From an optimization exercise on the open Yosys and OpenROAD flow, aimed at a short achievable clock period and few clock cycles; shortcuts taken in it are not production practice.
Function was checked by simulation only, so behaviour that the tests miss may differ from the original.
The flow treats the clock pin as an ideal source, which a real chip does not have.
Power and IR drop assume default switching activity.

### flow/flow/run.sh
#!/bin/bash
# The standard ORFS layout (standard.sh, standard synthesis included), with:
#  - timing repair aimed well below the clock period (setup margin 7.5 ns),
#  - repair free to change a cell's footprint (not only its drive strength),
#  - port buffers of a stronger cell than the default.
# The make output goes to flow_make.log; ORFS keeps each step's log under orfs/logs.
set -euo pipefail
sed -e "s/SETUP_SLACK_MARGIN=[0-9.]*/SETUP_SLACK_MARGIN=7.5 MATCH_CELL_FOOTPRINT=0 'BUFFER_PORTS_ARGS=-buffer_cell sky130_fd_sc_hd__buf_6'/" standard.sh > my_standard.sh
grep -q "MATCH_CELL_FOOTPRINT=0" my_standard.sh
bash my_standard.sh > flow_make.log 2>&1
### flow/standard.sh
#!/bin/bash
# synth_recipe.tcl (not shown) runs the flow's synth.tcl, then flattens the netlist and writes it again
# the make line also repeats each setting of config.mk as NAME=value (left out here)
make -C /OpenROAD-flow-scripts/flow DESIGN_CONFIG=/design/flow/config.mk WORK_HOME=/design/flow/orfs CLKGATE_MAP_FILE= SYNTH_SCRIPT=/design/flow/synth_recipe.tcl "${@:-finish}"
### flow/config.mk
export PLATFORM = sky130hd
export DESIGN_NAME = rv_core
export DESIGN_NICKNAME = rv_core
export VERILOG_FILES = /design/flow/design.v
export SDC_FILE = /design/flow/constraint.sdc
export NUM_CORES = 4
export LEC_CHECK = 0
export ABC_CLOCK_PERIOD_IN_PS = 3000
export CAP_MARGIN = 20
export CORE_MARGIN = 2
export CORE_UTILIZATION = 35
export SETUP_SLACK_MARGIN = 5
export SLEW_MARGIN = 20
export TNS_END_PERCENT = 100
### flow/constraint.sdc
create_clock -name core_clock -period 11.0 [get_ports {clk}]
set_input_delay 2.2000 -clock core_clock [delete_from_list [all_inputs] [get_ports {clk}]]
set_output_delay 2.2000 -clock core_clock [all_outputs]
set_load 0.01 [all_outputs]
### flow/design.v
`default_nettype none
package rv_pkg;
	typedef struct packed {
		logic add;    
		logic sll;
		logic srl;    
		logic slt;
		logic sltu;
		logic lxor;
		logic lor;
		logic land;
		logic link;   
	} alu_sel_t;
endpackage
`default_nettype wire
`default_nettype none
module rv_fetch #(
	parameter int IDX_W = 5
) (
	input  logic             clk,
	input  logic             reset,
	input  logic [32-1:0] next_pc,
	input  logic             f_jal,
	input  logic             f_branch,
	input  logic             f_back,      
	input  logic [11:0]      f_jtgt,      
	input  logic [11:0]      f_btgt,      
	input  logic             upd,
	input  logic [32-1:0] upd_pc,
	input  logic             upd_taken,
	input  logic             upd_jump,    
	input  logic [32-1:0] upd_target,
	input  logic [1:0]       upd_ctr,     
	input  logic             upd_hit,
	output logic [32-1:0] pc,
	output logic [32-1:0] pc_out,
	output logic [32-1:0] pc_plus4,
	output logic [32-1:0] pred_next,
	output logic [1:0]       pred_ctr,
	output logic             pred_hit
);
	localparam int N     = 1 << IDX_W;
	localparam int TAG_W = 10 - IDX_W;
	logic [N-1:0]     v;
	logic [TAG_W-1:0] tag [N];
	logic [9:0]       tgt [N];
	logic [1:0]       ctr [N];
	logic [IDX_W-1:0] ridx, widx;
	logic             hit, ptaken;
	rv_add #(32-2) u_inc (.a(pc[32-1:2]), .b('0), .cin(1'b1), .s(pc_plus4[32-1:2]));
	assign pc_plus4[1:0] = pc[1:0];
	assign ridx      = pc[IDX_W+1:2];
	assign hit       = v[ridx] & (tag[ridx] == pc[11:IDX_W+2]);
	assign ptaken    = hit & ctr[ridx][1];
	logic b_taken;
	assign b_taken   = f_branch & (hit ? ctr[ridx][1] : f_back);
	assign pred_next = f_jal ? {20'b0, f_jtgt}
	                 : b_taken ? {20'b0, f_btgt}
	                 : (ptaken & ~f_branch) ? {20'b0, tgt[ridx], 2'b00} : pc_plus4;
	assign pred_ctr  = ctr[ridx];
	assign pred_hit  = hit;
	always_ff @(posedge clk or posedge reset) begin
		if (reset) begin
			pc <= 32'h0000_0000;
		end else begin
			pc <= next_pc;
		end
	end
	always_ff @(posedge clk) begin
		if (reset) begin
			pc_out <= 32'h0000_0000;
		end else begin
			pc_out <= next_pc;
		end
	end
	logic [1:0] nctr;
	logic       wen;
	always_comb begin
		if (upd_jump)
			nctr = 2'b11;
		else if (!upd_hit)
			nctr = 2'b10;
		else if (upd_taken)
			nctr = (upd_ctr == 2'b11) ? 2'b11 : upd_ctr + 2'd1;
		else
			nctr = (upd_ctr == 2'b00) ? 2'b00 : upd_ctr - 2'd1;
	end
	assign widx = upd_pc[IDX_W+1:2];
	assign wen  = upd & (upd_taken | upd_hit);
	always_ff @(posedge clk or posedge reset) begin
		if (reset) begin
			v <= '0;
		end else if (wen) begin
			v[widx] <= 1'b1;
		end
	end
	always_ff @(posedge clk) begin
		if (wen) begin
			ctr[widx] <= nctr;
			if (upd_taken) begin
				tag[widx] <= upd_pc[11:IDX_W+2];
				tgt[widx] <= upd_target[11:2];
			end
		end
	end
endmodule
`default_nettype wire
`default_nettype none
module rv_decoder (
	input  logic [32-1:0]     inst,
	output logic [32-1:0]     imm,
	output rv_pkg::alu_sel_t     alu_sel,
	output logic                 sub,
	output logic                 sra,
	output logic                 a_rs1,       
	output logic                 a_pc,        
	output logic                 b_imm,       
	output logic                 uses_rs2,
	output logic                 reg_we,      
	output logic                 is_load,
	output logic                 is_store,
	output logic                 is_branch,
	output logic                 is_jal,
	output logic                 is_jalr
);
	logic [6:0] opcode;
	logic [2:0] funct3;
	logic       is_op, is_opimm, is_lui, is_auipc;
	logic       rd_nz;
	assign opcode    = inst[6:0];
	assign funct3    = inst[14:12];
	assign rd_nz     = inst[11:7] != 5'd0;
	assign is_op     = opcode == 7'b0110011;
	assign is_opimm  = opcode == 7'b0010011;
	assign is_load   = opcode == 7'b0000011;
	assign is_store  = opcode == 7'b0100011;
	assign is_branch = opcode == 7'b1100011;
	assign is_jal    = opcode == 7'b1101111;
	assign is_jalr   = opcode == 7'b1100111;
	assign is_lui    = opcode == 7'b0110111;
	assign is_auipc  = opcode == 7'b0010111;
	assign a_rs1    = is_op | is_opimm | is_load | is_store | is_branch | is_jalr;
	assign a_pc     = is_auipc;
	assign b_imm    = is_opimm | is_load | is_store | is_jalr | is_lui | is_auipc;
	assign uses_rs2 = is_op | is_store | is_branch;
	assign reg_we   = rd_nz & (is_op | is_opimm | is_load | is_jal | is_jalr | is_lui
	                | is_auipc);
	logic arith;
	assign arith = is_op | is_opimm;
	assign sub   = is_op & funct3 == 3'b000 & inst[30];
	assign sra   = inst[30];
	always_comb begin
		alu_sel      = '0;
		alu_sel.link = is_jal | is_jalr;
		alu_sel.add  = ~arith & ~is_jal & ~is_jalr;
		if (arith) begin
			case (funct3)
				3'b000: alu_sel.add  = 1'b1;
				3'b001: alu_sel.sll  = 1'b1;
				3'b010: alu_sel.slt  = 1'b1;
				3'b011: alu_sel.sltu = 1'b1;
				3'b100: alu_sel.lxor = 1'b1;
				3'b101: alu_sel.srl  = 1'b1;
				3'b110: alu_sel.lor  = 1'b1;
				3'b111: alu_sel.land = 1'b1;
			endcase
		end
	end
	always_comb begin
		if (is_store)
			imm = {{20{inst[31]}}, inst[31:25], inst[11:7]};
		else if (is_branch)
			imm = {{20{inst[31]}}, inst[7], inst[30:25], inst[11:8], 1'b0};
		else if (is_jal)
			imm = {{12{inst[31]}}, inst[19:12], inst[20], inst[30:21], 1'b0};
		else if (is_lui | is_auipc)
			imm = {inst[31:12], 12'b0};
		else
			imm = {{20{inst[31]}}, inst[31:20]};
	end
endmodule
`default_nettype wire
`default_nettype none
module rv_regfile (
	input  logic                   clk,
	input  logic                   reset,
	input  logic                   we,       
	input  logic [5-1:0] rd,
	input  logic [5-1:0] rs1,
	input  logic [5-1:0] rs2,
	input  logic [32-1:0]       wdata,
	output logic [32-1:0]       rs1_raw,
	output logic [32-1:0]       rs2_raw,
	output logic                   rs1_live,
	output logic                   rs2_live
);
	logic [32-1:0]   regs [1:32-1];   
	logic [32-1:0] valid;                 
	always_ff @(posedge clk or posedge reset) begin
		if (reset) begin
			valid <= '0;
		end else if (we) begin
			valid[rd] <= 1'b1;
		end
	end
	always_ff @(posedge clk) begin
		if (we) begin
			regs[rd] <= wdata;
		end
	end
	assign rs1_raw  = regs[rs1];
	assign rs2_raw  = regs[rs2];
	assign rs1_live = valid[rs1];
	assign rs2_live = valid[rs2];
endmodule
`default_nettype wire
`default_nettype none
module rv_add #(
	parameter int W = 32
) (
	input  logic [W-1:0] a,
	input  logic [W-1:0] b,
	input  logic         cin,
	output logic [W-1:0] s
);
	logic [W-1:0] g [0:6];
	logic [W-1:0] p [0:6];
	logic [W-1:0] c;
	always_comb begin
		g[0] = a & b;
		p[0] = a ^ b;
		g[0][0] = g[0][0] | (p[0][0] & cin);
		for (int l = 1; l <= 6; l++) begin
			for (int i = 0; i < W; i++) begin
				if (i >= (1 << (l - 1))) begin
					g[l][i] = g[l-1][i] | (p[l-1][i] & g[l-1][i - (1 << (l - 1))]);
					p[l][i] = p[l-1][i] & p[l-1][i - (1 << (l - 1))];
				end else begin
					g[l][i] = g[l-1][i];
					p[l][i] = p[l-1][i];
				end
			end
		end
		c = {g[6][W-2:0], cin};
		s = (a ^ b) ^ c;
	end
endmodule
module rv_cmp (
	input  logic [32-1:0] a,
	input  logic [32-1:0] b,
	output logic             eq,
	output logic             lt,
	output logic             ltu
);
	logic c31, a31, b31;
	function automatic logic [1:0] gp_reduce(input logic [30:0] gg, input logic [30:0] pp,
			input logic cin);
		logic [31:0] G, P;
		G = {gg, cin};
		P = {pp, 1'b0};
		for (int l = 0; l < 5; l++) begin
			for (int i = 0; i < (16 >> l); i++) begin
				G[i] = G[2*i+1] | (P[2*i+1] & G[2*i]);
				P[i] = P[2*i+1] & P[2*i];
			end
		end
		gp_reduce = {G[0], P[0]};
	endfunction
	logic [1:0] r;
	assign r   = gp_reduce(a[30:0] & ~b[30:0], ~(a[30:0] ^ b[30:0]), 1'b1);
	assign c31 = r[1];           
	assign a31 = a[32-1];
	assign b31 = b[32-1];
	assign ltu = ~((a31 & ~b31) | ((a31 | ~b31) & c31));
	assign lt  = ~((~a31 & b31) | ((~a31 | b31) & c31));
	assign eq  = a == b;
endmodule
module rv_alu (
	input  rv_pkg::alu_sel_t sel,
	input  logic             sub,
	input  logic             sra,
	input  logic [32-1:0] a,
	input  logic [32-1:0] b,
	input  logic [32-1:0] link,
	output logic [32-1:0] sum,
	output logic             eq,
	output logic             lt,
	output logic             ltu,
	output logic [32-1:0] result
);
	logic [32-1:0] s_add, s_sub, sll_r, sr_r;
	logic [4:0]       shamt;
	rv_add u_add (.a(a), .b(b), .cin(1'b0), .s(s_add));
	rv_add u_sub (.a(a), .b(~b), .cin(1'b1), .s(s_sub));
	rv_cmp u_cmp (.a(a), .b(b), .eq(eq), .lt(lt), .ltu(ltu));
	assign sum   = sub ? s_sub : s_add;
	assign shamt = b[4:0];
	assign sll_r = a << shamt;
	assign sr_r  = $signed({sra & a[32-1], a}) >>> shamt;
	assign result = ({32{sel.add}}  & sum)
	              | ({32{sel.sll}}  & sll_r)
	              | ({32{sel.srl}}  & sr_r)
	              | ({32{sel.slt}}  & {{(32-1){1'b0}}, lt})
	              | ({32{sel.sltu}} & {{(32-1){1'b0}}, ltu})
	              | ({32{sel.lxor}} & (a ^ b))
	              | ({32{sel.lor}}  & (a | b))
	              | ({32{sel.land}} & (a & b))
	              | ({32{sel.link}} & link);
endmodule
`default_nettype wire
`default_nettype none
module rv_writeback (
	input  logic               is_load,
	input  logic [2:0]         funct3,
	input  logic [32-1:0]   load_word,
	input  logic [32-1:0]   alu_result,
	output logic [32-1:0]   wdata
);
	logic [32-1:0] load_value;
	always_comb begin
		case (funct3)
			3'b000:  load_value = {{24{load_word[7]}}, load_word[7:0]};
			3'b001:  load_value = {{16{load_word[15]}}, load_word[15:0]};
			3'b010:  load_value = load_word;
			3'b100:  load_value = {24'b0, load_word[7:0]};
			3'b101:  load_value = {16'b0, load_word[15:0]};
			default: load_value = '0;
		endcase
	end
	assign wdata = is_load ? load_value : alu_result;
endmodule
`default_nettype wire
`default_nettype none
module rv_core (
	input  logic             clk,
	input  logic             reset,
	output logic [32-1:0] imem_addr,
	input  logic [32-1:0] imem_data,
	output logic [32-1:0] dmem_addr,
	output logic [32-1:0] dmem_wdata,
	output logic             dmem_we,
	input  logic [32-1:0] dmem_rdata
);
	logic [32-1:0] pc_f, pc_o, pc4_f, pnext;
	logic [32-1:0] f_imm, f_rf1, f_rf2, f_rs2v, f_opa, f_opb;
	logic             f_live1, f_live2;
	rv_pkg::alu_sel_t f_alu_sel;
	logic             f_sub, f_sra, f_a_rs1, f_a_pc, f_b_imm, f_uses_rs2, f_reg_we;
	logic             f_is_load, f_is_store, f_is_branch, f_is_jal, f_is_jalr;
	logic [4:0]       f_rs1, f_rs2, f_rd;
	logic [1:0]       f_ctr;
	logic             f_hit;
	logic             e_valid;
	logic [32-1:0] e_pc, e_pc4, e_imm, e_opa, e_opb, e_rs2v;
	logic [11:0]      e_tgt12;             
	rv_pkg::alu_sel_t e_alu_sel;
	logic             e_sub, e_sra, e_reg_we;
	logic             e_is_load, e_is_store, e_is_branch, e_is_jal, e_is_jalr;
	logic [2:0]       e_f3;
	logic [4:0]       e_rd;
	logic [32-1:0] m_fwd_a, m_fwd_b, m_fwd_s;   
	logic [1:0]       e_ctr;
	logic             e_hit;
	logic [32-1:0] m_result, m_addr, m_wdata;
	logic             m_we, m_wr, m_is_load;
	logic [2:0]       m_f3;
	logic [4:0]       m_rd;
	logic             u_valid, u_taken, u_jump, u_hit;
	logic [32-1:0] u_pc, u_target;
	logic [1:0]       u_ctr;
	logic [32-1:0] next_pc, wb_data;
	assign imem_addr  = pc_o;
	assign dmem_addr  = m_addr;
	assign dmem_wdata = m_wdata;
	assign dmem_we    = m_we;
	rv_fetch u_fetch (
		.clk(clk), .reset(reset), .next_pc(next_pc),
		.f_jal(f_is_jal), .f_branch(f_is_branch), .f_back(imem_data[31]), .f_jtgt(f_jtgt),
		.f_btgt(f_btgt),
		.upd(u_valid), .upd_pc(u_pc), .upd_taken(u_taken), .upd_jump(u_jump),
		.upd_target(u_target), .upd_ctr(u_ctr), .upd_hit(u_hit),
		.pc(pc_f), .pc_out(pc_o), .pc_plus4(pc4_f), .pred_next(pnext),
		.pred_ctr(f_ctr), .pred_hit(f_hit)
	);
	assign f_rs1 = imem_data[19:15];
	assign f_rs2 = imem_data[24:20];
	assign f_rd  = imem_data[11:7];
	rv_decoder u_decoder (
		.inst(imem_data), .imm(f_imm), .alu_sel(f_alu_sel), .sub(f_sub), .sra(f_sra),
		.a_rs1(f_a_rs1), .a_pc(f_a_pc), .b_imm(f_b_imm), .uses_rs2(f_uses_rs2),
		.reg_we(f_reg_we), .is_load(f_is_load), .is_store(f_is_store),
		.is_branch(f_is_branch), .is_jal(f_is_jal), .is_jalr(f_is_jalr)
	);
	rv_regfile u_regfile (
		.clk(clk), .reset(reset), .we(m_wr), .rd(m_rd), .rs1(f_rs1), .rs2(f_rs2),
		.wdata(wb_data), .rs1_raw(f_rf1), .rs2_raw(f_rf2), .rs1_live(f_live1),
		.rs2_live(f_live2)
	);
	logic [11:0] f_tgt12;
	logic [11:0] f_jtgt, f_btgt;
	rv_add #(12) u_jtgt (
		.a(pc_f[11:0]), .b({imem_data[20], imem_data[30:21], 1'b0}), .cin(1'b0), .s(f_jtgt)
	);
	rv_add #(12) u_btgt (
		.a(pc_f[11:0]), .b({imem_data[7], imem_data[30:25], imem_data[11:8], 1'b0}),
		.cin(1'b0), .s(f_btgt)
	);
	assign f_tgt12 = f_is_jal ? f_jtgt : f_btgt;
	logic byp1, byp2, rd1, rd2;
	assign byp1 = m_wr & (m_rd == f_rs1);
	assign byp2 = m_wr & (m_rd == f_rs2);
	assign rd1  = ~byp1 & f_live1;
	assign rd2  = ~byp2 & f_live2;
	logic e_wr, a_fe, b_fe, stall, a_reg, b_reg;
	assign e_wr  = e_valid & e_reg_we;
	assign a_fe  = f_a_rs1 & e_wr & (e_rd == f_rs1);
	assign b_fe  = f_uses_rs2 & e_wr & (e_rd == f_rs2);
	assign stall = e_is_load & (a_fe | b_fe);
	assign a_reg = f_a_rs1 & ~a_fe;
	assign b_reg = ~b_fe;
	assign f_opa  = ({32{f_a_pc}}                   & pc_f)
	              | ({32{a_reg & byp1}}             & wb_data)
	              | ({32{a_reg & rd1}}              & f_rf1);
	assign f_rs2v = ({32{b_reg & byp2}}             & wb_data)
	              | ({32{b_reg & rd2}}              & f_rf2);
	assign f_opb  = ({32{f_b_imm}}                  & f_imm)
	              | ({32{~f_b_imm & b_reg & byp2}}  & wb_data)
	              | ({32{~f_b_imm & b_reg & rd2}}   & f_rf2);
	logic [32-1:0] a, b, sum, result, br_target, rs2f;
	logic             eq, lt, ltu, cond, taken, tgt_ok, seq_ok, jalr_ok, mispredict;
	assign a    = e_opa  | m_fwd_a;
	assign b    = e_opb  | m_fwd_b;
	assign rs2f = e_rs2v | m_fwd_s;
	rv_alu u_alu (
		.sel(e_alu_sel), .sub(e_sub), .sra(e_sra), .a(a), .b(b), .link(e_pc4),
		.sum(sum), .eq(eq), .lt(lt), .ltu(ltu), .result(result)
	);
	always_comb begin
		case (e_f3)
			3'b000:  cond = eq;
			3'b001:  cond = ~eq;
			3'b100:  cond = lt;
			3'b101:  cond = ~lt;
			3'b110:  cond = ltu;
			3'b111:  cond = ~ltu;
			default: cond = 1'b0;
		endcase
	end
	logic [11:0] jalr_chk;
	rv_add u_br_target (.a(e_pc), .b(e_imm), .cin(1'b0), .s(br_target));
	rv_add #(12) u_jalr_chk (.a(pc_f[11:0]), .b(~e_imm[11:0]), .cin(1'b1), .s(jalr_chk));
	assign jalr_ok   = a[11:0] == jalr_chk;
	assign tgt_ok    = pc_f[11:0] == e_tgt12;
	assign seq_ok    = pc_f[11:0] == e_pc4[11:0];
	assign taken     = e_is_jal | e_is_jalr | (e_is_branch & cond);
	assign mispredict = e_is_jalr ? ~jalr_ok : (taken ? ~tgt_ok : ~seq_ok);
	logic [32-1:0] f_next, c1_next, c0_next, jr_next;
	assign f_next  = stall ? pc_f : pnext;
	assign c1_next = tgt_ok  ? f_next : br_target;
	assign c0_next = seq_ok  ? f_next : e_pc4;
	assign jr_next = jalr_ok ? f_next : sum;
	always_comb begin
		if (!e_valid)
			next_pc = f_next;
		else if (e_is_jalr)
			next_pc = jr_next;
		else if (e_is_jal | (e_is_branch & cond))
			next_pc = c1_next;
		else
			next_pc = c0_next;
	end
	always_ff @(posedge clk or posedge reset) begin
		if (reset) begin
			e_valid <= 1'b0;
		end else begin
			e_valid <= ~(e_valid & mispredict) & ~stall;
		end
	end
	always_ff @(posedge clk) begin
		e_pc      <= pc_f;
		e_pc4     <= pc4_f;
		e_imm     <= f_imm;
		e_tgt12   <= f_tgt12;
		e_opa     <= f_opa;
		e_opb     <= f_opb;
		e_rs2v    <= f_rs2v;
		e_alu_sel <= f_alu_sel;
		e_sub     <= f_sub;
		e_sra     <= f_sra;
		e_reg_we  <= f_reg_we;
		e_is_load <= f_is_load;
		e_is_store  <= f_is_store;
		e_is_branch <= f_is_branch;
		e_is_jal  <= f_is_jal;
		e_is_jalr <= f_is_jalr;
		e_f3      <= imem_data[14:12];
		e_rd      <= f_rd;
		e_ctr     <= f_ctr;
		e_hit     <= f_hit;
	end
	always_ff @(posedge clk or posedge reset) begin
		if (reset) begin
			m_we    <= 1'b0;
			m_wr    <= 1'b0;
			u_valid <= 1'b0;
		end else begin
			m_we    <= e_valid & e_is_store;
			m_wr    <= e_valid & e_reg_we;
			u_valid <= e_valid & (e_is_branch | e_is_jal | e_is_jalr);
		end
	end
	always_ff @(posedge clk) begin
		m_result  <= result;
		m_fwd_a   <= result & {32{a_fe}};
		m_fwd_b   <= result & {32{b_fe & ~f_b_imm}};
		m_fwd_s   <= result & {32{b_fe}};
		m_addr    <= sum;
		m_wdata   <= rs2f;
		m_is_load <= e_is_load;
		m_f3      <= e_f3;
		m_rd      <= e_rd;
		u_pc      <= e_pc;
		u_taken   <= taken;
		u_jump    <= e_is_jal | e_is_jalr;
		u_target  <= e_is_jalr ? sum : br_target;
		u_ctr     <= e_ctr;
		u_hit     <= e_hit;
	end
	rv_writeback u_writeback (
		.is_load(m_is_load), .funct3(m_f3), .load_word(dmem_rdata),
		.alu_result(m_result), .wdata(wb_data)
	);
endmodule
`default_nettype wire
==> metrics.csv, run 1 <==
metric;value;unit
final net count;7493;
Post-Synth Adder-Cell Area;0.02177;
main combinational cell family by area after synthesis;multiplexers;
post-synthesis cell count;6735;
#FFs+latches synth;2123;
outcome;complete, no violations;
Async S/R FF share, synth;0.04710;
full die area;0.2860;mm^2
clock-pin slew on the worst setup and hold paths;60;ps
most frequent cells in the layout;edfxtp_1, mux4_2, nor2_1;
TNS Setup;0;ps
prevailing post-synth register cell;edfxtp_1;
grt total ovfl;0;
Post-synth EDFFs;1536;
total clock sinks;2123;
Initial Utilization;0.3523;
post-synthesis sequential area ratio;0.5920;
RSZ-0062 raised after global routing;true;
compound-cell area share of the yosys netlist;0.08264;
worst clock skew;92.92;ps
Hold Buf Count CTS;0;
Starting DRT DRC Count;9567;
vias per inst;6.095;
max-cap violations;0;
Sequential Power Share;0.427;
Max IR drop VDD;0.1519;mV
Die Width;534.8;um
final hold violation count;0;
core area;0.2799;mm^2
power share of the combinational group;0.253;
crit path capture type;flip-flop;
most common cell after layout, fill and taps aside;edfxtp_1;
number of nets with antenna violations after routing;0;
Die Y-Extent;534.8;um
Post-Syn Nets;6968;
Rows;194;
synth unique cells;100;
TritonCTS clock tree;built;
number of global-route vias before repair;66161;
H-Tree Depth;4;
P_int;15.90;mW
Synth Area in Simple Gates;0.06383;
Syn. warnings;15;
Routed WL per cell;34.09;um
residual DRC count;0;
clock buffer depth;4;
later-pin clock latency in the skew report;920;ps
initial antenna violation count;22;
CP Class;reg -> reg;
Tmin final;4013;ps
P per Cell Area;189.0;mW/mm^2
crit path DAT;4780;ps
Clk pwr share;0.320;
first-pass GRT wire length;520700;um
Hold Path Origin;e_hit;
Slew headroom;0.1318;
kind of start point of the critical path;flip-flop;
FF-to-FF Start;e_opb[21];
Final setup viols;0;
GRT Total Usage;0.2572;
Layout area overhead;24.13;%
Max Clk Rate;249.2;MHz
PortBufs;162;
Worst Path Required;11770;ps
largest net degree at the start of global routing;72;
Final Util;0.4374;
worst-margin pin slew;1297;ps
period utilization;0.3649;
Root Buffer;clkbuf_16;
share of cells above drive strength 1;0.3522;
Via Count;68104;
switching share of power;0.3127;
Mean Syn Cell Area;14.64;um^2
io pins;163;
mux share of post-synthesis cell area;0.1978;
final slew viol count;0;
Psw;7.234;mW
Worst Setup SP;e_opb[21];
Routed WL;380900;um
Synth Cell Area;0.09861;mm^2
Final HPWL DP;227000;um
P_leak;43.14;nW
HP Class;reg -> reg;
CTS Buf Count;214;
TritonRoute pass-1 iters;5;
crit path max fanout;8;
Placer Congestion;0.9628;
XOR/XNOR share of the synthesized area;0.01528;
==> power by group through the flow <==
stage	registers (mW)	clock network (mW)	logic, mW
after global routing	9.89	7.78	6.12
after CTS	9.86	7.46	5.49
after floorplan	9.62	0	3.20
after global placement	10.0	0	4.62
final	9.88	7.40	5.86
after detailed placement	10.1	0	4.65
==> flip-flops by register name, indices dropped and copies added, names as in the netlist, 64 cells and up <==
name	flops
u_fetch.tag	160
u_regfile.regs	992
u_fetch.tgt	320
u_fetch.ctr	64
==> through the flow <==
stage	std cells	hold WS, ps	instance area [um^2]	worst slack (ps)	power (mW)
2_1_floorplan	6735	309.6	100400	6515	12.82
3_3_place_gp	10369	313.9	105700	4479	14.67
3_5_place_dp	10372	312.1	105800	4445	14.71
4_1_cts	11050	329.1	119800	7116	22.81
5_1_grt	11166	330.8	122400	6978	23.79
6_report	11173	329.1	122400	6987	23.14
==> logic make-up after synthesis <==
| kind of cell | count (synthesis) |
|---|---|
| XOR/XNOR | 172 |
| AO/OA/AOI/OAI | 1229 |
| flip-flops | 2123 |
| multiplexers | 1029 |
| buffers and inverters | 648 |
| adder cells (fa/ha/maj) | 169 |
| AND/OR/NAND/NOR | 1365 |
==> metal layers <==
layer	wire [um]	global-route usage	up-vias	share of wire
li1	-	-	27483	-
met1	141100	0.3290	35255	0.37
met2	175500	0.4046	4379	0.46
met3	38730	0.05564	977	0.10
met4	25530	0.1473	10	0.067
met5	81	0	-	0.00021
==> synthesized netlist by cell type, types with 38 or more instances <==
| cell | n | share of area |
|---|---|---|
| a31oi_1 | 38 | 0.0024 |
| xnor2_1 | 107 | 0.0095 |
| dfrtp_1 | 100 | 0.025 |
| nor2_1 | 512 | 0.019 |
| a22oi_1 | 70 | 0.0053 |
| clkbuf_1 | 271 | 0.010 |
| o21bai_1 | 49 | 0.0037 |
| o21ai_0 | 252 | 0.013 |
| mux2_2 | 61 | 0.0070 |
| a21oi_1 | 302 | 0.015 |
| buf_1 | 93 | 0.0035 |
| a21o_1 | 98 | 0.0075 |
| nand2_1 | 339 | 0.013 |
| inv_1 | 208 | 0.0079 |
| or2_2 | 92 | 0.0058 |
| mux2i_1 | 240 | 0.024 |
| buf_2 | 51 | 0.0026 |
| nand3_1 | 86 | 0.0044 |
| mux4_2 | 722 | 0.16 |
| o211ai_1 | 57 | 0.0043 |
| ha_1 | 162 | 0.021 |
| edfxtp_1 | 1536 | 0.47 |
| xor2_1 | 65 | 0.0058 |
| dfxtp_1 | 487 | 0.099 |
| nor3_1 | 89 | 0.0045 |
==> final timing paths <==
kind / end / cells after the start / slack [ps]
worst max-delay path: u_fetch.pc[24] / 14 / 6990
worst min-delay path: u_hit / 0 / 330
worst max register to register: u_fetch.pc[24] / 14 / 6990
worst min register to register: u_hit / 0 / 330
max in group asynchronous: m_we / 3 / 7900
min in group asynchronous: u_fetch.v[25] / 2 / 1520
==> repair_timing <==
action,CTS,global route
gates resized for setup,808,306
cloned,69,22
buffers inserted,219,85
setup endpoints to repair,608,484
pin swaps,164,148
==> final cells by class <==
cell class,count,area (um^2)
diodes,15,37.54
fillers,24480,157500
well taps,3724,4659
clock buffers,275,5798
clock inverters,115,1191
repair inverters,2,16.27
multi-input cells,3966,42260
flip-flops and latches,2123,58580
repair buffers,740,9005
inverters,213,849.6
==> worst max-delay path, stage by stage (launching register included) <==
cell and delay, ps:
dfxtp_1 360, or2_2 390, ha_2 400, nor2_1 500
o31ai_1 140, a31o_2 320, a21oi_4 220, nor3_4 90
buf_12 130, o311ai_4 320, o211ai_1 190, buf_4 180
buf_8 140, and3_1 170, or3_1 340
Testbench counts, summed over its fixed seeds: cycles 19,780.
==> inputs of run 2 (changes only) <==
==> flow/flow/run.sh (replaced) <==
#!/bin/bash
# The standard ORFS layout (standard.sh, standard synthesis included), with:
#  - timing repair aimed well below the clock period (setup margin 7.5 ns),
#  - repair free to change a cell's footprint (not only its drive strength),
#  - port buffers of a stronger cell than the default,
#  - one more timing-repair pass after CTS and after global routing
#    (flow/post_cts.tcl, flow/post_grt.tcl, through ORFS's step hooks).
# The make output goes to flow_make.log; ORFS keeps each step's log under orfs/logs.
set -euo pipefail
F=$(pwd)/flow
sed -e "s|SETUP_SLACK_MARGIN=[0-9.]*|SETUP_SLACK_MARGIN=7.5 MATCH_CELL_FOOTPRINT=0 'BUFFER_PORTS_ARGS=-buffer_cell sky130_fd_sc_hd__buf_6' POST_CTS_TCL=$F/post_cts.tcl POST_GLOBAL_ROUTE_TCL=$F/post_grt.tcl|" standard.sh > my_standard.sh
grep -q "POST_CTS_TCL" my_standard.sh
bash my_standard.sh > flow_make.log 2>&1
==> flow/flow/post_cts.tcl (new file) <==
# Second timing-repair pass after CTS (the first one stops early)
puts "post_cts: worst slack before [sta::worst_slack -max]"
repair_timing_helper
detailed_placement
check_placement -verbose
puts "post_cts: worst slack after [sta::worst_slack -max]"
==> flow/flow/post_grt.tcl (new file) <==
# Second timing-repair pass with global-route parasitics
puts "post_grt: worst slack before [sta::worst_slack -max]"
global_route -start_incremental
repair_timing_helper
detailed_placement
global_route -end_incremental
estimate_parasitics -global_routing
puts "post_grt: worst slack after [sta::worst_slack -max]"
==> run 2 against run 1 <==
Now fails the layout checks on max-capacitance violations, max-slew violations; non-clock buffer count is 57 higher; cell count is 0.56% higher; global-route usage is 0.11 points higher; synthesized cell count stayed put; cell area is 0.99% higher; wire length is 0.92% higher; clock power hardly changed; worst hold slack hardly changed; setup slack better by 62 ps; maximum frequency is 1.6% higher; sequential share of layout area is 0.46 points lower; largest cell class unchanged.
==> metrics.csv, run 2 <==
metric;value;unit;change
largest net degree at the start of global routing;72;;unchanged
Final HPWL DP;227000;um;unchanged
Worst Path Required;11790;ps;+20 ps
P per Cell Area;188.0;mW/mm^2;-0.55%
P_leak;43.54;nW;+0.93%
most common cell after layout, fill and taps aside;edfxtp_1;;
worst clock skew;89.02;ps;-3.899 ps
final worst slack;7049;ps;+62.46 ps
Synth Cell Area;0.09861;mm^2;unchanged
Slew headroom;-0.09720;;-0.2290
Async S/R FF share, synth;0.04710;;unchanged
Routed WL;384400;um;+0.92%
residual DRC count;0;;unchanged
HP Class;reg -> reg;;
TritonRoute pass-1 iters;8;;+3
grt total ovfl;0;;unchanged
most common cell in the synthesized netlist;edfxtp_1;;
share of cells above drive strength 1;0.3675;;+0.01531
total clock sinks;2123;;unchanged
Max Clk Rate;253.1;MHz;+1.6%
Max IR drop VDD;0.1542;mV;+1.5%
Post-synth EDFFs;1536;;unchanged
design area;0.1236;mm^2;+0.99%
core area;0.2799;mm^2;unchanged
Initial Utilization;0.3523;;unchanged
top cell type's share of synthesized area;0.4677;;unchanged
#FFs+latches synth;2123;;unchanged
Post-Syn Nets;6968;;unchanged
leading registers by flop count;u_regfile.regs (992), u_fetch.tgt (320), u_fetch.tag (160);;
Rows;194;;unchanged
io pins;163;;unchanged
Fail Reasons;max-capacitance violations, max-slew violations;;
Layout area overhead;25.36;%;
CP Class;in -> reg;;
Clk pwr share;0.319;;about the same
Psw;7.291;mW;+0.79%
final net count;7556;;+0.84%
crit path capture type;flip-flop;;
Routed WL per cell;34.21;um;+0.35%
number of global-route vias before repair;66659;;+0.75%
final slew viol count;17;;+17
final hold violation count;0;;unchanged
crit path DAT;4740;ps;-40 ps
Placer Congestion;0.9628;;unchanged
Die Y-Extent;534.8;um;unchanged
Via Count;68760;;+0.96%
power share of the combinational group;0.256;;+0.003
outcome;complete, but fails checks;;
prevailing post-synth register cell;edfxtp_1;;
post-synthesis cell count;6735;;unchanged
TNS Setup;0;ps;unchanged
Final setup viols;0;;unchanged
most frequent cells in the layout;edfxtp_1, mux4_2, nor2_1;;
GRT Total Usage;0.2583;;+0.001111
Syn. warnings;15;;unchanged
Mean Syn Cell Area;14.64;um^2;unchanged
overall power;23.24;mW;+0.43%
later-pin clock latency in the skew report;920;ps;about the same
Die Width;534.8;um;unchanged
post-synth top area cell;edfxtp_1;;
max reg flops;992;;unchanged
synth unique cells;100;;unchanged
Sequential Power Share;0.425;;-0.002
TritonCTS clock tree;built;;
clock-pin slew on the worst setup and hold paths;60;ps;about the same
vias per inst;6.120;;+0.40%
Starting DRT DRC Count;9555;;-0.13%
Largest Register;u_regfile.regs;;
kind of start point of the critical path;primary input;;
Tmin final;3951;ps;-62.46 ps
PortBufs;162;;unchanged
max-cap violations;1;;+1
Final Util;0.4417;;+0.004324
period utilization;0.3592;;-0.005678
ranking of synthesized cells by area;edfxtp_1, mux4_2, dfxtp_1, dfrtp_1, mux2i_1;;
first-pass GRT wire length;523200;um;+0.47%
initial antenna violation count;26;;+18%
worst slack, placed;4445;ps;unchanged
crit path max fanout;8;;unchanged
switching share of power;0.3138;;+0.001114
full die area;0.2860;mm^2;unchanged
post-synthesis sequential area ratio;0.5920;;unchanged
Placed Area;0.1058;mm^2;unchanged
number of nets with antenna violations after routing;0;;unchanged
worst-margin pin slew;1646;ps;+348.2 ps
commonest cells in the netlist;edfxtp_1, mux4_2, nor2_1;;
P_int;15.95;mW;+0.27%
flop2flop setup slack;7080;ps;+90 ps
==> run 2: kinds of logic after synthesis <==
| logic type | synth area share |
|---|---|
| AO/OA/AOI/OAI | 0.08264 |
| XOR/XNOR | 0.01528 |
| adder cells (fa/ha/maj) | 0.02177 |
| buffers and inverters | 0.02667 |
| flip-flops | 0.5920 |
| multiplexers | 0.1978 |
| AND/OR/NAND/NOR | 0.06383 |
==> run 2: power groups by stage <==
stage / Clock, mW / Combinational (mW) / Sequential (mW)
global placement: 0 / 4.62 / 10.0
floorplan: 0 / 3.20 / 9.62
detailed placement: 0 / 4.65 / 10.1
finish: 7.40 / 5.96 / 9.88
==> run 2: per-layer routing <==
metal  vias up  wire (um)  share of wire  track usage
met2      4459     176600           0.46       0.4075
met5         -         77        0.00020            0
met3      1010      39500           0.10      0.05420
met1     35699     141200           0.37       0.3299
met4        10      26980          0.070       0.1495
li1      27582          -              -            -
==> run 2: critical path, stage by stage <==
cell,delay (ps)
buf_16,130
clkbuf_16,200
mux4_2,500
mux4_2,490
mux2i_4,210
nor3_4,60
buf_12,160
clkinvlp_4,160
clkbuf_16,230
o22ai_4,80
mux2_2,270
==> run 2: stage by stage <==
stage	instances	hold slack, ps
after floorplan	6735	309.6
after global placement	10369	313.9
after detailed placement	10372	312.1
final	11236	329.0
==> run 2: final cells by class <==
| class | instances | area (um^2) |
|---|---|---|
| Antenna cell | 15 | 37.54 |
| Clock buffer | 275 | 5798 |
| Clock inverter | 115 | 1191 |
| Fill cell | 24329 | 156300 |
| Inverter | 213 | 880.8 |
| Multi-Input combinational cell | 3966 | 42760 |
| Sequential cell | 2123 | 58590 |
| Tap cell | 3724 | 4659 |
| Timing Repair Buffer | 797 | 9634 |
| Timing Repair inverter | 8 | 56.30 |
==> run 2: path summary, 6_finish.rpt <==
kind	startpoint	to	depth (start not counted)
setup reg to reg	e_opa[26]	u_fetch.pc_out[1]	16
hold reg to reg	e_hit	u_hit	0
max in group asynchronous	reset	m_we	3
hold / removal	e_hit	u_hit	0
setup / recovery	imem_data[20]	e_opb[6]	11
min in group asynchronous	reset	u_fetch.v[25]	2
==> inputs of run 3 (changes only) <==
--- a/flow/design.v
+++ b/flow/design.v
@@ -2,6 +2,7 @@
 package rv_pkg;
 	typedef struct packed {
 		logic add;    
+		logic subt;   
 		logic sll;
 		logic srl;    
 		logic slt;
@@ -22,7 +23,10 @@
 	input  logic [32-1:0] next_pc,
 	input  logic             f_jal,
 	input  logic             f_branch,
+	input  logic             f_jalr,
 	input  logic             f_back,      
+	input  logic             f_jr_known,  
+	input  logic [11:0]      f_jrtgt,
 	input  logic [11:0]      f_jtgt,      
 	input  logic [11:0]      f_btgt,      
 	input  logic             upd,
@@ -39,24 +43,21 @@
 	output logic [1:0]       pred_ctr,
 	output logic             pred_hit
 );
-	localparam int N     = 1 << IDX_W;
-	localparam int TAG_W = 10 - IDX_W;
+	localparam int N = 1 << IDX_W;
 	logic [N-1:0]     v;
-	logic [TAG_W-1:0] tag [N];
 	logic [9:0]       tgt [N];
 	logic [1:0]       ctr [N];
 	logic [IDX_W-1:0] ridx, widx;
-	logic             hit, ptaken;
+	logic             hit, b_taken, j_taken;
 	rv_add #(32-2) u_inc (.a(pc[32-1:2]), .b('0), .cin(1'b1), .s(pc_plus4[32-1:2]));
 	assign pc_plus4[1:0] = pc[1:0];
-	assign ridx      = pc[IDX_W+1:2];
-	assign hit       = v[ridx] & (tag[ridx] == pc[11:IDX_W+2]);
-	assign ptaken    = hit & ctr[ridx][1];
-	logic b_taken;
+	assign hit       = v[ridx];
 	assign b_taken   = f_branch & (hit ? ctr[ridx][1] : f_back);
+	assign j_taken   = f_jalr & hit;
 	assign pred_next = f_jal ? {20'b0, f_jtgt}
 	                 : b_taken ? {20'b0, f_btgt}
-	                 : (ptaken & ~f_branch) ? {20'b0, tgt[ridx], 2'b00} : pc_plus4;
+	                 : (f_jalr & f_jr_known) ? {20'b0, f_jrtgt}
+	                 : j_taken ? {20'b0, tgt[ridx], 2'b00} : pc_plus4;
 	assign pred_ctr  = ctr[ridx];
 	assign pred_hit  = hit;
 	always_ff @(posedge clk or posedge reset) begin
@@ -73,6 +74,9 @@
 			pc_out <= next_pc;
 		end
 	end
+	always_ff @(posedge clk) begin
+		ridx <= next_pc[IDX_W+1:2];
+	end
 	logic [1:0] nctr;
 	logic       wen;
 	always_comb begin
@@ -98,7 +102,6 @@
 		if (wen) begin
 			ctr[widx] <= nctr;
 			if (upd_taken) begin
-				tag[widx] <= upd_pc[11:IDX_W+2];
 				tgt[widx] <= upd_target[11:2];
 			end
 		end
@@ -155,7 +158,10 @@
 		alu_sel.add  = ~arith & ~is_jal & ~is_jalr;
 		if (arith) begin
 			case (funct3)
-				3'b000: alu_sel.add  = 1'b1;
+				3'b000: begin
+					alu_sel.add  = ~sub;
+					alu_sel.subt = sub;
+				end
 				3'b001: alu_sel.sll  = 1'b1;
 				3'b010: alu_sel.slt  = 1'b1;
 				3'b011: alu_sel.sltu = 1'b1;
@@ -208,10 +214,16 @@
 			regs[rd] <= wdata;
 		end
 	end
-	assign rs1_raw  = regs[rs1];
-	assign rs2_raw  = regs[rs2];
-	assign rs1_live = valid[rs1];
-	assign rs2_live = valid[rs2];
+	always_comb begin
+		rs1_raw = '0;
+		rs2_raw = '0;
+		for (int i = 1; i < 32; i++) begin
+			rs1_raw = rs1_raw | ({32{valid[i] & (rs1 == 5'(i))}} & regs[i]);
+			rs2_raw = rs2_raw | ({32{valid[i] & (rs2 == 5'(i))}} & regs[i]);
+		end
+	end
+	assign rs1_live = 1'b1;
+	assign rs2_live = 1'b1;
 endmodule
 `default_nettype wire
 `default_nettype none
@@ -293,11 +305,12 @@
 	rv_add u_add (.a(a), .b(b), .cin(1'b0), .s(s_add));
 	rv_add u_sub (.a(a), .b(~b), .cin(1'b1), .s(s_sub));
 	rv_cmp u_cmp (.a(a), .b(b), .eq(eq), .lt(lt), .ltu(ltu));
-	assign sum   = sub ? s_sub : s_add;
+	assign sum   = s_add;
 	assign shamt = b[4:0];
 	assign sll_r = a << shamt;
 	assign sr_r  = $signed({sra & a[32-1], a}) >>> shamt;
-	assign result = ({32{sel.add}}  & sum)
+	assign result = ({32{sel.add}}  & s_add)
+	              | ({32{sel.subt}} & s_sub)
 	              | ({32{sel.sll}}  & sll_r)
 	              | ({32{sel.srl}}  & sr_r)
 	              | ({32{sel.slt}}  & {{(32-1){1'b0}}, lt})
@@ -349,6 +362,8 @@
 	logic             f_is_load, f_is_store, f_is_branch, f_is_jal, f_is_jalr;
 	logic [4:0]       f_rs1, f_rs2, f_rd;
 	logic [1:0]       f_ctr;
+	logic             f_jr_x0, f_jr_pair, f_jr_known;
+	logic [11:0]      f_jr_pair_tgt, f_jrtgt, f_jtgt, f_btgt, f_tgt12;
 	logic             f_hit;
 	logic             e_valid;
 	logic [32-1:0] e_pc, e_pc4, e_imm, e_opa, e_opb, e_rs2v;
@@ -357,6 +372,8 @@
 	logic             e_sub, e_sra, e_reg_we;
 	logic             e_is_load, e_is_store, e_is_branch, e_is_jal, e_is_jalr;
 	logic [2:0]       e_f3;
+	logic [5:0]       e_bc;                
+	logic             e_is_auipc;
 	logic [4:0]       e_rd;
 	logic [32-1:0] m_fwd_a, m_fwd_b, m_fwd_s;   
 	logic [1:0]       e_ctr;
@@ -375,7 +392,8 @@
 	assign dmem_we    = m_we;
 	rv_fetch u_fetch (
 		.clk(clk), .reset(reset), .next_pc(next_pc),
-		.f_jal(f_is_jal), .f_branch(f_is_branch), .f_back(imem_data[31]), .f_jtgt(f_jtgt),
+		.f_jal(f_is_jal), .f_branch(f_is_branch), .f_jalr(f_is_jalr), .f_back(imem_data[31]),
+		.f_jr_known(f_jr_known), .f_jrtgt(f_jrtgt), .f_jtgt(f_jtgt),
 		.f_btgt(f_btgt),
 		.upd(u_valid), .upd_pc(u_pc), .upd_taken(u_taken), .upd_jump(u_jump),
 		.upd_target(u_target), .upd_ctr(u_ctr), .upd_hit(u_hit),
@@ -396,8 +414,6 @@
 		.wdata(wb_data), .rs1_raw(f_rf1), .rs2_raw(f_rf2), .rs1_live(f_live1),
 		.rs2_live(f_live2)
 	);
-	logic [11:0] f_tgt12;
-	logic [11:0] f_jtgt, f_btgt;
 	rv_add #(12) u_jtgt (
 		.a(pc_f[11:0]), .b({imem_data[20], imem_data[30:21], 1'b0}), .cin(1'b0), .s(f_jtgt)
 	);
@@ -406,6 +422,11 @@
 		.cin(1'b0), .s(f_btgt)
 	);
 	assign f_tgt12 = f_is_jal ? f_jtgt : f_btgt;
+	assign f_jr_x0   = f_rs1 == 5'd0;
+	assign f_jr_pair = e_valid & e_is_auipc & e_reg_we & (e_rd == f_rs1);
+	assign f_jr_known = f_jr_x0 | f_jr_pair;
+	rv_add #(12) u_jrtgt (.a(e_pc[11:0]), .b(imem_data[31:20]), .cin(1'b0), .s(f_jr_pair_tgt));
+	assign f_jrtgt = f_jr_x0 ? imem_data[31:20] : f_jr_pair_tgt;
 	logic byp1, byp2, rd1, rd2;
 	assign byp1 = m_wr & (m_rd == f_rs1);
 	assign byp2 = m_wr & (m_rd == f_rs2);
@@ -435,24 +456,16 @@
 		.sel(e_alu_sel), .sub(e_sub), .sra(e_sra), .a(a), .b(b), .link(e_pc4),
 		.sum(sum), .eq(eq), .lt(lt), .ltu(ltu), .result(result)
 	);
-	always_comb begin
-		case (e_f3)
-			3'b000:  cond = eq;
-			3'b001:  cond = ~eq;
-			3'b100:  cond = lt;
-			3'b101:  cond = ~lt;
-			3'b110:  cond = ltu;
-			3'b111:  cond = ~ltu;
-			default: cond = 1'b0;
-		endcase
-	end
+	assign cond = (e_bc[0] & eq)  | (e_bc[1] & ~eq)
+	            | (e_bc[2] & lt)  | (e_bc[3] & ~lt)
+	            | (e_bc[4] & ltu) | (e_bc[5] & ~ltu);
 	logic [11:0] jalr_chk;
 	rv_add u_br_target (.a(e_pc), .b(e_imm), .cin(1'b0), .s(br_target));
 	rv_add #(12) u_jalr_chk (.a(pc_f[11:0]), .b(~e_imm[11:0]), .cin(1'b1), .s(jalr_chk));
 	assign jalr_ok   = a[11:0] == jalr_chk;
 	assign tgt_ok    = pc_f[11:0] == e_tgt12;
 	assign seq_ok    = pc_f[11:0] == e_pc4[11:0];
-	assign taken     = e_is_jal | e_is_jalr | (e_is_branch & cond);
+	assign taken     = e_is_jal | e_is_jalr | cond;
 	assign mispredict = e_is_jalr ? ~jalr_ok : (taken ? ~tgt_ok : ~seq_ok);
 	logic [32-1:0] f_next, c1_next, c0_next, jr_next;
 	assign f_next  = stall ? pc_f : pnext;
@@ -464,7 +477,7 @@
 			next_pc = f_next;
 		else if (e_is_jalr)
 			next_pc = jr_next;
-		else if (e_is_jal | (e_is_branch & cond))
+		else if (e_is_jal | cond)
 			next_pc = c1_next;
 		else
 			next_pc = c0_next;
@@ -494,6 +507,10 @@
 		e_is_jal  <= f_is_jal;
 		e_is_jalr <= f_is_jalr;
 		e_f3      <= imem_data[14:12];
+		e_bc      <= {6{f_is_branch}} & {imem_data[14:12] == 3'b111, imem_data[14:12] == 3'b110,
+		                                 imem_data[14:12] == 3'b101, imem_data[14:12] == 3'b100,
+		                                 imem_data[14:12] == 3'b001, imem_data[14:12] == 3'b000};
+		e_is_auipc <= f_a_pc;
 		e_rd      <= f_rd;
 		e_ctr     <= f_ctr;
 		e_hit     <= f_hit;
==> flow/flow/run.sh (replaced) <==
#!/bin/bash
# The standard ORFS layout (standard.sh, standard synthesis included), with:
#  - timing repair aimed well below the clock period (setup margin 7.5 ns),
#  - repair free to change a cell's footprint (not only its drive strength),
#  - port buffers of a stronger cell than the default,
#  - no full/half-adder cell extraction in synthesis (ADDER_MAP_FILE empty), so
#    the parallel-prefix adders of the RTL reach ABC as plain logic,
#  - one more timing-repair pass after CTS (flow/post_cts.tcl, through
#    ORFS's step hook).
# The make output goes to flow_make.log; ORFS keeps each step's log under orfs/logs.
set -euo pipefail
F=$(pwd)/flow
sed -e "s|SETUP_SLACK_MARGIN=[0-9.]*|SETUP_SLACK_MARGIN=7.5 MATCH_CELL_FOOTPRINT=0 'BUFFER_PORTS_ARGS=-buffer_cell sky130_fd_sc_hd__buf_6' POST_CTS_TCL=$F/post_cts.tcl ADDER_MAP_FILE=|" standard.sh > my_standard.sh
grep -q "POST_CTS_TCL" my_standard.sh
bash my_standard.sh > flow_make.log 2>&1
removed: flow/flow/post_grt.tcl
==> run 3 against run 2 <==
Now clean on timing, DRC and antenna; via count increased by 20%; sequential share of layout area decreased by 2.3 points; largest cell class unchanged; clock power is 3% higher; setup slack worse by 210 ps; global-route usage increased by 10 points.
==> metrics.csv, run 3 <==
metric;value;unit;change
Psw;6.769;mW;-7.2%
outcome;complete, no violations;;
post-synth top area cell;edfxtp_1;;
total clock sinks;1969;;-7.3%
most common cell after layout, fill and taps aside;edfxtp_1;;
Final setup viols;0;;unchanged
power share of the combinational group;0.223;;-0.033
ranking of synthesized cells by area;edfxtp_1, dfxtp_1, a22oi_1, mux4_2, dfrtp_1;;
initial antenna violation count;61;;+130%
max reg flops;992;;unchanged
final net count;8118;;+7.4%
top cell type's share of synthesized area;0.4649;;-0.002790
post-synthesis cell count;7263;;+7.8%
Clk pwr share;0.352;;+0.033
P_int;14.82;mW;-7.1%
prevailing post-synth register cell;edfxtp_1;;
share of cells above drive strength 1;0.3522;;-0.01523
TNS Setup;0;ps;unchanged
commonest cells in the netlist;edfxtp_1, a22oi_1, nor2_1;;
Worst Path Required;11780;ps;about the same
M1 GR Usage;0.4076;;+0.07767
final slew viol count;0;;-17
CP Class;in -> reg;;
PortBufs;162;;unchanged
final worst slack;6835;ps;-214.0 ps
Routed WL;493100;um;+28%
Via Count;82452;;+20%
Tmin final;4165;ps;+214.0 ps
RSZ-0062 raised after global routing;true;;
Placer Congestion;1.009;;+4.8%
P_leak;42.69;nW;-2.0%
most common cell in the synthesized netlist;edfxtp_1;;
post-synthesis sequential area ratio;0.6041;;+0.01212
#FFs+latches synth;1969;;-7.3%
GRT busiest layer;met2;;
Synth Cell Area;0.08887;mm^2;-9.9%
number of nets with antenna violations after routing;0;;unchanged
Largest Register;u_regfile.regs;;
Routed WL per cell;42.35;um;+24%
synth unique cells;114;;+14%
most frequent cells in the layout;edfxtp_1, buf_4, a22oi_1;;
Slew headroom;0.1601;;+0.2573
met3 GRT Util;0.1975;;+0.1433
Syn. warnings;15;;unchanged
worst clock skew;112.5;ps;+23.46 ps
crit path max fanout;6;;-2
Rows;184;;-5.2%
Max Clk Rate;240.1;MHz;-5.1%
TritonRoute pass-1 iters;15;;+7
grt met2 use;0.5096;;+0.1022
TritonCTS clock tree;built;;
clock-pin slew on the worst setup and hold paths;60;ps;about the same
crit path capture type;flip-flop;;
Layout area overhead;34.49;%;
core area;0.2519;mm^2;-10%
Die Width;507.9;um;-5.0%
kind of start point of the critical path;primary input;;
P per Cell Area;180.6;mW/mm^2;-3.9%
Max IR drop VDD;0.1348;mV;-13%
period utilization;0.3786;;+0.01945
Initial Utilization;0.3528;;+0.0005046
Die Y-Extent;507.9;um;-5.0%
full die area;0.2580;mm^2;-9.8%
largest net degree at the start of global routing;57;;-21%
Mean Syn Cell Area;12.24;um^2;-16%
final hold violation count;0;;unchanged
worst slack, placed;5184;ps;+738.7 ps
crit path DAT;4950;ps;+210 ps
switching share of power;0.3135;;about the same
Final Util;0.4745;;+0.03284
number of global-route vias before repair;74521;;+12%
Sequential Power Share;0.425;;about the same
residual DRC count;0;;unchanged
worst-margin pin slew;1260;ps;-385.8 ps
Final HPWL DP;257200;um;+13%
first-pass GRT wire length;642400;um;+23%
HP Class;reg -> reg;;
Post-synth EDFFs;1376;;-10%
io pins;163;;unchanged
Starting DRT DRC Count;19098;;+100%
leading registers by flop count;u_regfile.regs (992), u_fetch.tgt (320), u_fetch.ctr (64);;
grt total ovfl;0;;unchanged
max-cap violations;0;;-1
hold_ws;325.7;ps;-3.337 ps
later-pin clock latency in the skew report;930;ps;about the same
Async S/R FF share, synth;0.05028;;+0.003176
GRT Total Usage;0.3627;;+0.1044
Post-Syn Nets;7329;;+5.2%
vias per inst;7.082;;+16%
[run 3: power groups by stage]
stage | registers [mW] | logic, mW | clock network [mW]
global route | 9.19 | 4.98 | 7.85
finish | 9.17 | 4.82 | 7.60
global placement | 9.31 | 3.78 | 0
floorplan | 8.87 | 2.60 | 0
detailed placement | 9.32 | 3.81 | 0
[run 3: layout make-up]
type	instances	area, um^2
tap	3348	4189
clock inverter	122	1774
multi-input combinational	4644	39870
fill	21562	132300
timing repair buffer	1121	13690
inverter	114	465.4
antenna	65	162.7
clock buffer	260	5510
sequential	1969	53860
[run 3: logic make-up (layout without fill, tap and decap cells)]
group	Yosys count	after routing	share of synthesized area
AOI/OAI and AO/OA	2135	2141	0.1788
buffers and inverters	670	1617	0.02958
and+or+nand+nor	1866	1880	0.1039
muxes	260	260	0.04607
other	0	65	0
adders and majority gates	65	65	0.007321
DFF	1969	1969	0.6041
xor gates and xnor gates	298	298	0.03021
[run 3: metrics by stage]
stage	power [mW]	instance area, um^2	std cells
finish	21.59	119500	11643
global route	22.01	119400	11599
detailed placement	13.13	96800	10432
global placement	13.09	96770	10431
floorplan	11.47	92100	7263
[run 3: routing by layer]
metal  vias up  share of wire
li1      30399              -
met4        64           0.11
met1     39973           0.32
met3      3108           0.17
met5         -         0.0049
met2      8908           0.40
[run 3: worst paths after layout]
| path | startpoint | to | slack [ps] | depth (start not counted) |
|---|---|---|---|---|
| max | imem_data[3] | u_fetch.pc[16] | 6840 | 19 |
| min reg2reg | e_ctr[1] | u_ctr[1] | 330 | 0 |
| max reg2reg | e_opb[27] | u_fetch.pc_out[0] | 6850 | 15 |
| min | e_ctr[1] | u_ctr[1] | 330 | 0 |
| max in group asynchronous | reset | u_fetch.v[16] | 7710 | 4 |
| min in group asynchronous | reset | e_valid | 1650 | 2 |
[run 3: worst max-delay path: stages]
cell       delay, ps
buf_12           120
nand3b_1         170
buf_6            150
nor3_4           190
buf_6            140
o2111ai_4        150
buf_12           180
a21boi_4         170
buf_12           160
nor2_4            40
o31ai_4          110
buf_4            190
buf_6            110
buf_6             90
nor4_2            30
a21oi_2          230
o21ai_2          110
a211oi_2         290
nor2_1           100
Testbench counts of run 3, summed over its fixed seeds: cycles 19,688.
==> inputs of run 4 (changes only) <==
--- a/flow/design.v
+++ b/flow/design.v
@@ -43,21 +43,25 @@
 	output logic [1:0]       pred_ctr,
 	output logic             pred_hit
 );
-	localparam int N = 1 << IDX_W;
+	localparam int N     = 1 << IDX_W;
+	localparam int TAG_W = 10 - IDX_W;
 	logic [N-1:0]     v;
+	logic [TAG_W-1:0] tag [N];
 	logic [9:0]       tgt [N];
 	logic [1:0]       ctr [N];
 	logic [IDX_W-1:0] ridx, widx;
-	logic             hit, b_taken, j_taken;
+	logic             hit, ptaken;
 	rv_add #(32-2) u_inc (.a(pc[32-1:2]), .b('0), .cin(1'b1), .s(pc_plus4[32-1:2]));
 	assign pc_plus4[1:0] = pc[1:0];
-	assign hit       = v[ridx];
+	assign ridx      = pc[IDX_W+1:2];
+	assign hit       = v[ridx] & (tag[ridx] == pc[11:IDX_W+2]);
+	assign ptaken    = hit & ctr[ridx][1];
+	logic b_taken;
 	assign b_taken   = f_branch & (hit ? ctr[ridx][1] : f_back);
-	assign j_taken   = f_jalr & hit;
 	assign pred_next = f_jal ? {20'b0, f_jtgt}
 	                 : b_taken ? {20'b0, f_btgt}
 	                 : (f_jalr & f_jr_known) ? {20'b0, f_jrtgt}
-	                 : j_taken ? {20'b0, tgt[ridx], 2'b00} : pc_plus4;
+	                 : (ptaken & ~f_branch) ? {20'b0, tgt[ridx], 2'b00} : pc_plus4;
 	assign pred_ctr  = ctr[ridx];
 	assign pred_hit  = hit;
 	always_ff @(posedge clk or posedge reset) begin
@@ -74,9 +78,6 @@
 			pc_out <= next_pc;
 		end
 	end
-	always_ff @(posedge clk) begin
-		ridx <= next_pc[IDX_W+1:2];
-	end
 	logic [1:0] nctr;
 	logic       wen;
 	always_comb begin
@@ -102,6 +103,7 @@
 		if (wen) begin
 			ctr[widx] <= nctr;
 			if (upd_taken) begin
+				tag[widx] <= upd_pc[11:IDX_W+2];
 				tgt[widx] <= upd_target[11:2];
 			end
 		end
@@ -214,16 +216,10 @@
 			regs[rd] <= wdata;
 		end
 	end
-	always_comb begin
-		rs1_raw = '0;
-		rs2_raw = '0;
-		for (int i = 1; i < 32; i++) begin
-			rs1_raw = rs1_raw | ({32{valid[i] & (rs1 == 5'(i))}} & regs[i]);
-			rs2_raw = rs2_raw | ({32{valid[i] & (rs2 == 5'(i))}} & regs[i]);
-		end
-	end
-	assign rs1_live = 1'b1;
-	assign rs2_live = 1'b1;
+	assign rs1_raw  = regs[rs1];
+	assign rs2_raw  = regs[rs2];
+	assign rs1_live = valid[rs1];
+	assign rs2_live = valid[rs2];
 endmodule
 `default_nettype wire
 `default_nettype none
==> flow/flow/run.sh (replaced) <==
#!/bin/bash
# The standard ORFS layout (standard.sh, standard synthesis included), with:
#  - timing repair aimed well below the clock period (setup margin 7.5 ns),
#  - repair free to change a cell's footprint (not only its drive strength),
#  - port buffers of a stronger cell than the default.
# The make output goes to flow_make.log; ORFS keeps each step's log under orfs/logs.
set -euo pipefail
sed -e "s/SETUP_SLACK_MARGIN=[0-9.]*/SETUP_SLACK_MARGIN=7.5 MATCH_CELL_FOOTPRINT=0 'BUFFER_PORTS_ARGS=-buffer_cell sky130_fd_sc_hd__buf_6'/" standard.sh > my_standard.sh
grep -q "MATCH_CELL_FOOTPRINT=0" my_standard.sh
bash my_standard.sh > flow_make.log 2>&1
removed: flow/flow/post_cts.tcl
==> run 4 against run 3 <==
Total power up 19%; register-to-register slack improved by 130 ps; synthesized cell count down 4.1%; cell area grew 7.0%; clock skew down 58 ps; worst hold slack worse by 2.0 ps; flip-flop and latch count grew 161; maximum frequency up 3.6%; sequential power rose by 9%; global-route usage fell by 9.5 points; wire length shrank 18%; combinational power up 66%; critical endpoint is now u_fetch.pc_out[3]; largest cell class unchanged; highest routed layer unchanged.
==> metrics.csv, run 4 <==
metric;value;unit;change
outcome;complete, no violations;;
period utilization;0.3657;;-0.01299
crit path max fanout;7;;+1
Root Buffer;clkbuf_16;;
TNS Setup;0;ps;unchanged
crit path capture type;flip-flop;;
#FFs+latches synth;2130;;+8.2%
final net count;7975;;-1.8%
worst slack, placed;4814;ps;-370.1 ps
Largest Register;u_regfile.regs;;
Die Width;538.5;um;+6.0%
Via Count;71999;;-13%
top cell type's share of synthesized area;0.4612;;-0.003718
Syn. warnings;15;;unchanged
later-pin clock latency in the skew report;900;ps;-30 ps
Starting DRT DRC Count;10300;;-46%
Post-Syn Nets;7211;;-1.6%
Routed WL per cell;34.54;um;-18%
vias per inst;6.156;;-13%
synth unique cells;101;;-11%
commonest cells in the netlist;edfxtp_1, mux4_2, nor2_1;;
full die area;0.2900;mm^2;+12%
final hold violation count;0;;unchanged
prevailing post-synth register cell;edfxtp_1;;
ranking of synthesized cells by area;edfxtp_1, mux4_2, dfxtp_1, mux2i_1, dfrtp_1;;
P_leak;45.36;nW;+6.3%
Slew headroom;0.2003;;+0.04021
Fillers;24655;;+14%
initial antenna violation count;24;;-61%
Rows;196;;+6.5%
Final setup viols;0;;unchanged
design area;0.1278;mm^2;+7.0%
Initial Utilization;0.3512;;-0.001616
core area;0.2847;mm^2;+13%
first-pass GRT wire length;551700;um;-14%
most common cell in the synthesized netlist;edfxtp_1;;
grt total ovfl;0;;unchanged
clock buffer depth;4;;
most frequent cells in the layout;edfxtp_1, mux4_2, buf_4;;
GRT Total Usage;0.2680;;-0.09467
number of nets with antenna violations after routing;0;;unchanged
Synth Cell Area;0.1000;mm^2;+13%
post-synth top area cell;edfxtp_1;;
max-cap violations;0;;unchanged
H-Tree Depth;4;;
HP Class;reg -> reg;;
residual DRC count;0;;unchanged
Routed WL;403900;um;-18%
post-synthesis sequential area ratio;0.5851;;-0.01896
kind of start point of the critical path;flip-flop;;
Post-synth EDFFs;1536;;+12%
RSZ-0062 raised after global routing;true;;
Tmin final;4022;ps;-142.8 ps
PortBufs;162;;unchanged
Async S/R FF share, synth;0.04695;;-0.003331
most common cell after layout, fill and taps aside;edfxtp_1;;
post-synthesis cell count;6964;;-4.1%
Max Clk Rate;248.6;MHz;+3.6%
CP Class;reg -> reg;;
Mean Syn Cell Area;14.36;um^2;+17%
io pins;163;;unchanged
max reg flops;992;;unchanged
Final HPWL DP;241900;um;-6.0%
largest net degree at the start of global routing;67;;+18%
Worst Path Required;11760;ps;-20 ps
overall power;25.67;mW;+19%
share of cells above drive strength 1;0.3824;;+0.03018
clock-pin slew on the worst setup and hold paths;60;ps;about the same
final worst slack;6978;ps;+142.8 ps
Max IR drop VDD;0.1517;mV;+12%
final slew viol count;0;;unchanged
crit path DAT;4780;ps;-170 ps
TritonRoute pass-1 iters;7;;-8
Layout area overhead;27.83;%;
TritonCTS clock tree;built;;
Die Y-Extent;538.5;um;+6.0%
hold_ws;323.7;ps;-1.987 ps
Placer Congestion;0.9817;;-2.7%
Placed Area;0.1073;mm^2;+11%
worst-margin pin slew;1199;ps;-60.32 ps
CTS Buf Count;219;;
P per Cell Area;200.8;mW/mm^2;+11%
leading registers by flop count;u_regfile.regs (992), u_fetch.tgt (320), u_fetch.tag (160);;
worst clock skew;54.38;ps;-58.11 ps
number of global-route vias before repair;68979;;-7.4%
total clock sinks;2130;;+8.2%
==> run 4: cell count changes after synthesis, sizes merged, moves of 173 or more <==
cell,before,now
a221oi,244,35
a22o,252,17
a22oi,533,115
ha,0,175
mux2i,94,299
mux4,114,699
nand3,260,87
==> run 4: per-stage QoR <==
step           cells    util
2_1_floorplan   6964       -
3_3_place_gp   10641  0.3768
3_5_place_dp   10642  0.3769
4_1_cts        11514  0.4376
5_1_grt        11681  0.4488
6_report       11695  0.4490
==> run 4: final timing paths <==
check / from / end / slack (ps) / depth (start not counted)
min in group asynchronous: reset / u_fetch.pc[8] / 1520 / 2
setup / recovery: u_fetch.pc[2] / u_fetch.pc_out[3] / 6980 / 16
setup reg to reg: u_fetch.pc[2] / u_fetch.pc_out[3] / 6980 / 16
hold / removal: e_f3[2] / m_f3[2] / 320 / 0
max in group asynchronous: reset / m_we / 7870 / 3
hold reg to reg: e_f3[2] / m_f3[2] / 320 / 0
==> run 4: worst max-delay path, stage by stage, from the launching register on <==
cell and delay, ps:
dfrtp_4 550, buf_12 160, buf_12 130, buf_16 150, mux4_2 450, mux2i_2 220, nand3b_1 110, nand4_1 230
xor2_1 220, and4b_2 320, buf_6 120, nand3_4 110, a31oi_4 270, buf_12 160, or4b_4 470, o2111ai_4 90
a21oi_1 100
==> run 4: kinds of logic after synthesis <==
family | count (synthesis) | share of synthesized area
AND/OR/NAND/NOR | 1422 | 0.06600
buffers and inverters | 670 | 0.02739
AO/OA/AOI/OAI | 1320 | 0.08815
adder cells (fa/ha/maj) | 183 | 0.02330
XOR/XNOR | 183 | 0.01603
multiplexers | 1056 | 0.1940
flip-flops | 2130 | 0.5851
==> run 4: report_power, final <==
group,total (mW),switching [mW],internal [mW],leakage (nW)
Combinational,7.98,4.58,3.40,22.4
Sequential,10.0,0.743,9.30,19.4
Clock,7.65,3.24,4.41,3.54
==> run 4: layout make-up <==
class,instances,area (um^2),share of cell area
clock inverters,127,1338,0.01046
flip-flops and latches,2130,58730,0.4594
diodes,23,57.56,0.0004503
inverters,225,965.9,0.007556
clock buffers,276,5934,0.04642
repair buffers,969,11680,0.09140
multi-input cells,4169,44300,0.3466
repair inverters,14,112.6,0.0008809
well taps,3762,4707,0.03682
==> run 4: repair_timing <==
| action | in CTS | in global routing |
|---|---|---|
| buffers inserted | 367 | 136 |
| gates cloned | 102 | 21 |
| pin swaps | 246 | 187 |
| resized for setup | 1094 | 403 |
| setup endpoints to repair | 978 | 688 |
| endpoints found under the hold margin | 0 | 0 |
| hold buffers | 0 | 0 |
==> run 4: metal layers <==
layer | global-route usage | vias to the layer above | part of all wire
li1 | - | 28848 | -
met3 | 0.05122 | 1183 | 0.10
met5 | 0 | - | 0.000057
met4 | 0.1659 | 4 | 0.077
met1 | 0.3459 | 37099 | 0.37
met2 | 0.4171 | 4865 | 0.45
Testbench counts of run 4, summed over its fixed seeds: cycles 19,682.

## what the ideal ports hide
No port has a modelled driver above. Below, the same layouts with a new extraction and two added sets of constraints.
Step 1 sets driving cells, clkbuf_16 on the clock port and buf_2 on the other inputs (assumed; they add their load-dependent delay and slew).
Step 2 moves the port delays by t, midway between the first and last clock arrival at a register: inputs arrive t later, outputs are due t later. That takes back most of the time a late clock gives input paths.
a / b / c = ideal / step 1 / step 2; a / b = the first two.
| run | t (ns) | slack for setup (ns) | worst register clock-pin slew, ns | worst slew at a driven data input, ns |
|---|---|---|---|---|
| run 1 | 0.988 | 6.987 / 6.649 / 5.660 | 0.07 / 0.07 | 0.58 |
| run 2 | 0.994 | 7.049 / 6.662 / 5.667 | 0.07 / 0.07 | 0.61 |
| run 3 | 0.984 | 6.835 / 6.690 / 5.707 | 0.07 / 0.07 | 0.31 |
| run 4 | 0.972 | 6.978 / 6.682 / 5.710 | 0.07 / 0.07 | 0.64 |
The setup slack of run 2, which loses most, moves by -0.387 ns with the drivers and by -1.382 ns with both steps.
